Context: an optimization exercise on an open-source flow, tuned for small area. The choices shown serve that exercise and are no tape-out recipe.
In this exercise RTL edits were held to simulation tests only and were not proved equivalent to the original.

==> inputs of run a <==
==> flow/design.v <==
module rf_read_port #(
  parameter int WIDTH = 64
) (
  input  logic             clk,
  input  logic             reset,
  input  logic             req,
  input  logic [4:0]       addr,
  input  logic [WIDTH-1:0] stored,
  input  logic             wr_en,
  input  logic [4:0]       wr_addr,
  input  logic [WIDTH-1:0] wr_data,
  output logic [WIDTH-1:0] data
);
  always_ff @(posedge clk) begin
    if (reset)    data <= '0;
    else if (req) data <= (wr_en && wr_addr == addr) ? wr_data : stored;
  end
endmodule
module register_file #(
  parameter int WIDTH   = 64,
  parameter int NREGS   = 32,
  parameter int SP_INIT = 524288
) (
  input  logic                    clk,
  input  logic                    reset,
  input  logic                    wr_en,
  input  logic [4:0]              wr_addr,
  input  logic signed [WIDTH-1:0] wr_data,
  input  logic                    rd_req,
  input  logic [4:0]              rd_addr,
  input  logic [4:0]              rs_addr,
  input  logic [4:0]              rt_addr,
  output logic signed [WIDTH-1:0] rd_data,
  output logic signed [WIDTH-1:0] rs_data,
  output logic signed [WIDTH-1:0] rt_data,
  output logic                    rd_valid,
  output logic signed [WIDTH-1:0] sp_out
);
  localparam int NPORTS = 3;
  localparam int SP_IDX = NREGS - 1;
  logic [WIDTH-1:0] regs [NREGS];
  logic [NPORTS-1:0][4:0]       raddr;
  logic [NPORTS-1:0][WIDTH-1:0] rstored;
  logic [NPORTS-1:0][WIDTH-1:0] rdata;
  assign raddr = {rt_addr, rs_addr, rd_addr};
  always_ff @(posedge clk) begin
    if (reset) begin
      for (int i = 0; i < NREGS; i++)
        regs[i] <= (i == SP_IDX) ? WIDTH'(SP_INIT) : '0;
    end else if (wr_en && 32'(wr_addr) < NREGS) begin
      regs[wr_addr] <= wr_data;
    end
  end
  always_ff @(posedge clk) begin
    if (reset) rd_valid <= 1'b0;
    else       rd_valid <= rd_req;
  end
  for (genvar p = 0; p < NPORTS; p++) begin : g_port
    assign rstored[p] = (32'(raddr[p]) < NREGS) ? regs[raddr[p]] : '0;
    rf_read_port #(.WIDTH(WIDTH)) u_port (
      .clk     (clk),
      .reset   (reset),
      .req     (rd_req),
      .addr    (raddr[p]),
      .stored  (rstored[p]),
      .wr_en   (wr_en),
      .wr_addr (wr_addr),
      .wr_data (wr_data),
      .data    (rdata[p])
    );
  end
  assign rd_data = rdata[0];
  assign rs_data = rdata[1];
  assign rt_data = rdata[2];
  assign sp_out = regs[SP_IDX];
endmodule
==> flow/run.sh <==
#!/bin/bash
# synth_recipe.tcl (not shown) runs the flow's synth.tcl, then flattens the netlist and writes it again
# the make line also repeats each setting of config.mk as NAME=value (left out here)
make -C /OpenROAD-flow-scripts/flow DESIGN_CONFIG=/design/flow/config.mk WORK_HOME=/design/flow/orfs CLKGATE_MAP_FILE= SYNTH_SCRIPT=/design/flow/synth_recipe.tcl finish
==> flow/config.mk <==
export PLATFORM = sky130hd
export DESIGN_NAME = register_file
export DESIGN_NICKNAME = register_file
export VERILOG_FILES = /design/flow/design.v
export SDC_FILE = /design/flow/constraint.sdc
export NUM_CORES = 4
export LEC_CHECK = 0
export CAP_MARGIN = 20
export CORE_MARGIN = 2
export CORE_UTILIZATION = 40
export SLEW_MARGIN = 20
==> flow/constraint.sdc <==
create_clock -name core_clock -period 5.0 [get_ports {clk}]
set_input_delay 1.0000 -clock core_clock [delete_from_list [all_inputs] [get_ports {clk}]]
set_output_delay 1.0000 -clock core_clock [all_outputs]
set_load 0.01 [all_outputs]
==> run b (differences from run a) <==
==> flow/design.v (replaced) <==
module rf_aoi222 (
  input  logic a1, a2, b1, b2, c1, c2,
  output logic y
);
  assign y = !((a1 && a2) || (b1 && b2) || (c1 && c2));
endmodule
module rf_aoi22 (
  input  logic a1, a2, b1, b2,
  output logic y
);
  assign y = !((a1 && a2) || (b1 && b2));
endmodule
module rf_nand2 (
  input  logic a, b,
  output logic y
);
  assign y = !(a && b);
endmodule
module rf_nand4 (
  input  logic a, b, c, d,
  output logic y
);
  assign y = !(a && b && c && d);
endmodule
module rf_or3 (
  input  logic a, b, c,
  output logic y
);
  assign y = a || b || c;
endmodule
module rf_sel #(
  parameter int N = 34
) (
  input  logic [N-1:0] sel,
  input  logic [N-1:0] d,
  output logic         y
);
  localparam int NG = (N + 2) / 3;
  logic [11:0] lo;
  logic [2:0]  hi;
  for (genvar g = 0; g < 12; g++) begin : g_grp
    if (g < N / 3) begin : g_three
      rf_aoi222 u_aoi (
        .a1 (sel[3*g]),   .a2 (d[3*g]),
        .b1 (sel[3*g+1]), .b2 (d[3*g+1]),
        .c1 (sel[3*g+2]), .c2 (d[3*g+2]),
        .y  (lo[g])
      );
    end else if (g == N / 3 && N % 3 == 2) begin : g_two
      rf_aoi22 u_aoi (
        .a1 (sel[3*g]),   .a2 (d[3*g]),
        .b1 (sel[3*g+1]), .b2 (d[3*g+1]),
        .y  (lo[g])
      );
    end else if (g == N / 3 && N % 3 == 1) begin : g_one
      rf_nand2 u_nand (.a (sel[3*g]), .b (d[3*g]), .y (lo[g]));
    end else begin : g_none
      assign lo[g] = 1'b1;
    end
  end
  for (genvar h = 0; h < 3; h++) begin : g_hi
    rf_nand4 u_nand (
      .a (lo[4*h]), .b (lo[4*h+1]), .c (lo[4*h+2]), .d (lo[4*h+3]), .y (hi[h])
    );
  end
  rf_or3 u_or (.a (hi[0]), .b (hi[1]), .c (hi[2]), .y (y));
endmodule
module register_file #(
  parameter int WIDTH   = 64,
  parameter int NREGS   = 32,
  parameter int SP_INIT = 524288
) (
  input  logic                    clk,
  input  logic                    reset,
  input  logic                    wr_en,
  input  logic [4:0]              wr_addr,
  input  logic signed [WIDTH-1:0] wr_data,
  input  logic                    rd_req,
  input  logic [4:0]              rd_addr,
  input  logic [4:0]              rs_addr,
  input  logic [4:0]              rt_addr,
  output logic signed [WIDTH-1:0] rd_data,
  output logic signed [WIDTH-1:0] rs_data,
  output logic signed [WIDTH-1:0] rt_data,
  output logic                    rd_valid,
  output logic signed [WIDTH-1:0] sp_out
);
  localparam int NPORTS = 3;
  localparam int SP_IDX = NREGS - 1;
  localparam logic [WIDTH-1:0] SP_RST = WIDTH'(SP_INIT);
  logic [WIDTH-1:0] regs [NREGS];
  logic [NREGS-1:0] valid;
  logic [NREGS-1:0] wsel;
  for (genvar i = 0; i < NREGS; i++) begin : g_row
    assign wsel[i] = wr_en && wr_addr == 5'(i);
    always_ff @(posedge clk)
      if (wsel[i]) regs[i] <= wr_data;
  end
  always_ff @(posedge clk) begin
    if (reset) valid <= '0;
    else       valid <= valid | wsel;
  end
  always_ff @(posedge clk) begin
    if (reset) rd_valid <= 1'b0;
    else       rd_valid <= rd_req;
  end
  logic [NPORTS-1:0][4:0]       raddr;
  logic [NPORTS-1:0][WIDTH-1:0] rdata;
  assign raddr = {rt_addr, rs_addr, rd_addr};
  for (genvar p = 0; p < NPORTS; p++) begin : g_port
    logic             load, byp, hold, rst_hit;
    logic [NREGS-1:0] hit;
    logic [WIDTH-1:0] nxt;
    assign load    = rd_req && !reset;
    assign hold    = !rd_req && !reset;
    assign byp     = load && wr_en && wr_addr == raddr[p];
    assign rst_hit = load && !byp && raddr[p] == 5'(SP_IDX) && !valid[SP_IDX];
    always_comb
      for (int i = 0; i < NREGS; i++)
        hit[i] = load && !byp && raddr[p] == 5'(i) && valid[i];
    for (genvar b = 0; b < WIDTH; b++) begin : g_bit
      logic [NREGS-1:0] col;
      for (genvar i = 0; i < NREGS; i++) begin : g_col
        assign col[i] = regs[i][b];
      end
      if (SP_RST[b]) begin : g_rst
        rf_sel #(.N(NREGS + 3)) u_sel (
          .sel ({hit, byp, hold, rst_hit}),
          .d   ({col, wr_data[b], rdata[p][b], 1'b1}),
          .y   (nxt[b])
        );
      end else begin : g_norst
        rf_sel #(.N(NREGS + 2)) u_sel (
          .sel ({hit, byp, hold}),
          .d   ({col, wr_data[b], rdata[p][b]}),
          .y   (nxt[b])
        );
      end
    end
    always_ff @(posedge clk)
      rdata[p] <= nxt;
  end
  assign rd_data = rdata[0];
  assign rs_data = rdata[1];
  assign rt_data = rdata[2];
  assign sp_out = valid[SP_IDX] ? regs[SP_IDX] : SP_RST;
endmodule
==> flow/flow/run.sh (new file) <==
#!/bin/bash
# The standard layout (standard.sh, all steps), with two changes to how it is
# built:
#  - ports are buffered with the smallest buffer (buf_1) instead of the
#    resizer's default pick;
#  - clock tree synthesis uses clkbuf_8 leaf buffers for clusters of up to 12
#    sinks within 60 um, and inserts no dummy loads.
# make's own output goes to standard.log; each ORFS step logs under orfs/logs.
set -euo pipefail
export BUFFER_PORTS_ARGS="-buffer_cell sky130_fd_sc_hd__buf_1"
export CTS_ARGS="-sink_clustering_enable -repair_clock_nets -dont_use_dummy_load -buf_list sky130_fd_sc_hd__clkbuf_8 -sink_clustering_size 12 -sink_clustering_max_diameter 60"
bash standard.sh > standard.log 2>&1
==> flow/standard.sh (new file) <==
#!/bin/bash
# synth_recipe.tcl (not shown) runs the flow's synth.tcl, then flattens the netlist and writes it again
# the make line also repeats each setting of config.mk as NAME=value (left out here)
make -C /OpenROAD-flow-scripts/flow DESIGN_CONFIG=/design/flow/config.mk WORK_HOME=/design/flow/orfs CLKGATE_MAP_FILE= SYNTH_SCRIPT=/design/flow/synth_recipe.tcl "${@:-finish}"
--- a/flow/config.mk
+++ b/flow/config.mk
@@ -7,5 +7,10 @@
 export LEC_CHECK = 0
 export CAP_MARGIN = 20
+export CELL_PAD_IN_SITES_DETAIL_PLACEMENT = 1
+export CELL_PAD_IN_SITES_GLOBAL_PLACEMENT = 2
 export CORE_MARGIN = 2
-export CORE_UTILIZATION = 40
+export CORE_UTILIZATION = 38
+export PLACE_DENSITY = 0.5
 export SLEW_MARGIN = 20
+export SYNTH_HIERARCHICAL = 1
+export SYNTH_MINIMUM_KEEP_SIZE = 0
removed: flow/run.sh
==> run c (differences from run a) <==
--- a/flow/design.v
+++ b/flow/design.v
@@ -44,11 +44,12 @@
   logic [NPORTS-1:0][WIDTH-1:0] rdata;
   assign raddr = {rt_addr, rs_addr, rd_addr};
+  logic [NREGS-1:0] valid;
   always_ff @(posedge clk) begin
-    if (reset) begin
-      for (int i = 0; i < NREGS; i++)
-        regs[i] <= (i == SP_IDX) ? WIDTH'(SP_INIT) : '0;
-    end else if (wr_en && 32'(wr_addr) < NREGS) begin
+    if (wr_en && 32'(wr_addr) < NREGS)
       regs[wr_addr] <= wr_data;
-    end
+  end
+  always_ff @(posedge clk) begin
+    if (reset)                               valid <= '0;
+    else if (wr_en && 32'(wr_addr) < NREGS)  valid[wr_addr] <= 1'b1;
   end
   always_ff @(posedge clk) begin
@@ -57,5 +58,7 @@
   end
   for (genvar p = 0; p < NPORTS; p++) begin : g_port
-    assign rstored[p] = (32'(raddr[p]) < NREGS) ? regs[raddr[p]] : '0;
+    assign rstored[p] = (32'(raddr[p]) >= NREGS) ? '0 :
+                        valid[raddr[p]] ? regs[raddr[p]] :
+                        (raddr[p] == 5'(SP_IDX)) ? WIDTH'(SP_INIT) : '0;
     rf_read_port #(.WIDTH(WIDTH)) u_port (
       .clk     (clk),
@@ -73,4 +76,4 @@
   assign rs_data = rdata[1];
   assign rt_data = rdata[2];
-  assign sp_out = regs[SP_IDX];
+  assign sp_out = valid[SP_IDX] ? regs[SP_IDX] : WIDTH'(SP_INIT);
 endmodule
==> run summary <==
- Largest family of logic cells by synthesized area: multiplexers
- Worst skew pair latency: between 0.9 and 1 ns
- Vias per inst: 7.07
- Clk root buf: clkbuf_16
- CP max stage delay: 0.91 ns
- Most frequent cells after synthesis: and2_1 (2074), edfxtp_1 (2048), mux4_2 (1286)
- Crit Reg-Reg Startpoint: regs[31][58]
- Non-Filler Instances: ~14000
- Vias: a little over 100k
- Worst-Margin Slew: 1.33 ns
- Status: no timing/DRC/antenna violations
- Achievable Freq: about 250 MHz
- Fraction of layout cells with a size suffix above 1: a little under a quarter
- Htree depth: 5
- Row cnt: approximately 210
-- figures above: run a

==> run summary <==
- CP max stage delay: roughly 0.96 ns
- Status: no timing/DRC/antenna violations
- Most frequent cells after synthesis: edfxtp_1 (2048), mux4_2 (1177), mux2i_1 (832)
- Clk root buf: clkbuf_16
- Non-Filler Instances: ~12000
- Largest family of logic cells by synthesized area: multiplexers
- Vias per inst: roughly 7.3
- Crit Reg-Reg Startpoint: valid[31]
- Vias: 86477
-- figures above: run c

==> run summary <==
- Worst-Margin Slew: approximately 1.3 ns
- Row cnt: 183
- Fraction of layout cells with a size suffix above 1: about an eighth
- Largest family of logic cells by synthesized area: compound AO/OA/AOI/OAI gates
- Crit Reg-Reg Startpoint: valid[7]
- Most frequent cells after synthesis: a222oi_1 (2112), edfxtp_1 (2048), nand4_1 (588)
- Most frequent cells in the layout: a222oi_1 (2112), edfxtp_1 (2048), nand4_1 (588), buf_1 (334), buf_4 (331)
- CP max stage delay: just over 0.6 ns
- Vias per inst: between 8 and 9
- Status: no timing/DRC/antenna violations
- Worst skew pair latency: 1.05 ns
- Clk root buf: clkbuf_8
-- figures above: run b

what the ideal ports hide:
The results above use ideal ports. As a check the final layouts listed here were re-extracted and re-timed, cells and wires unchanged.
Step 1 sets driving cells, clkbuf_16 on the clock port and buf_2 on the other inputs (assumed; they add their load-dependent delay and slew).
Step 2 also shifts input and output timing later by t, the mid clock arrival at the registers, as if the neighbouring blocks saw the same clock.
Slacks: ideal / step 1 / step 2; pairs: ideal / step 1.
run | t, ns | setup slack, ns | worst data-port slew with drivers (ns) | cell pins on the clock port's net
run a | 1.018 | 1.049 / 1.131 / 0.113 | 0.28 | 1
run b | 1.099 | 0.970 / 1.054 / -0.045 | 0.14 | 1
run c | 1.012 | 0.804 / 0.705 / 0.265 | 0.17 | 1
Met with ideal ports but missed after step 2: setup timing in run b. For run b, which loses most, drivers alone change the setup slack by +0.084 ns; drivers and shift together by -1.015 ns.
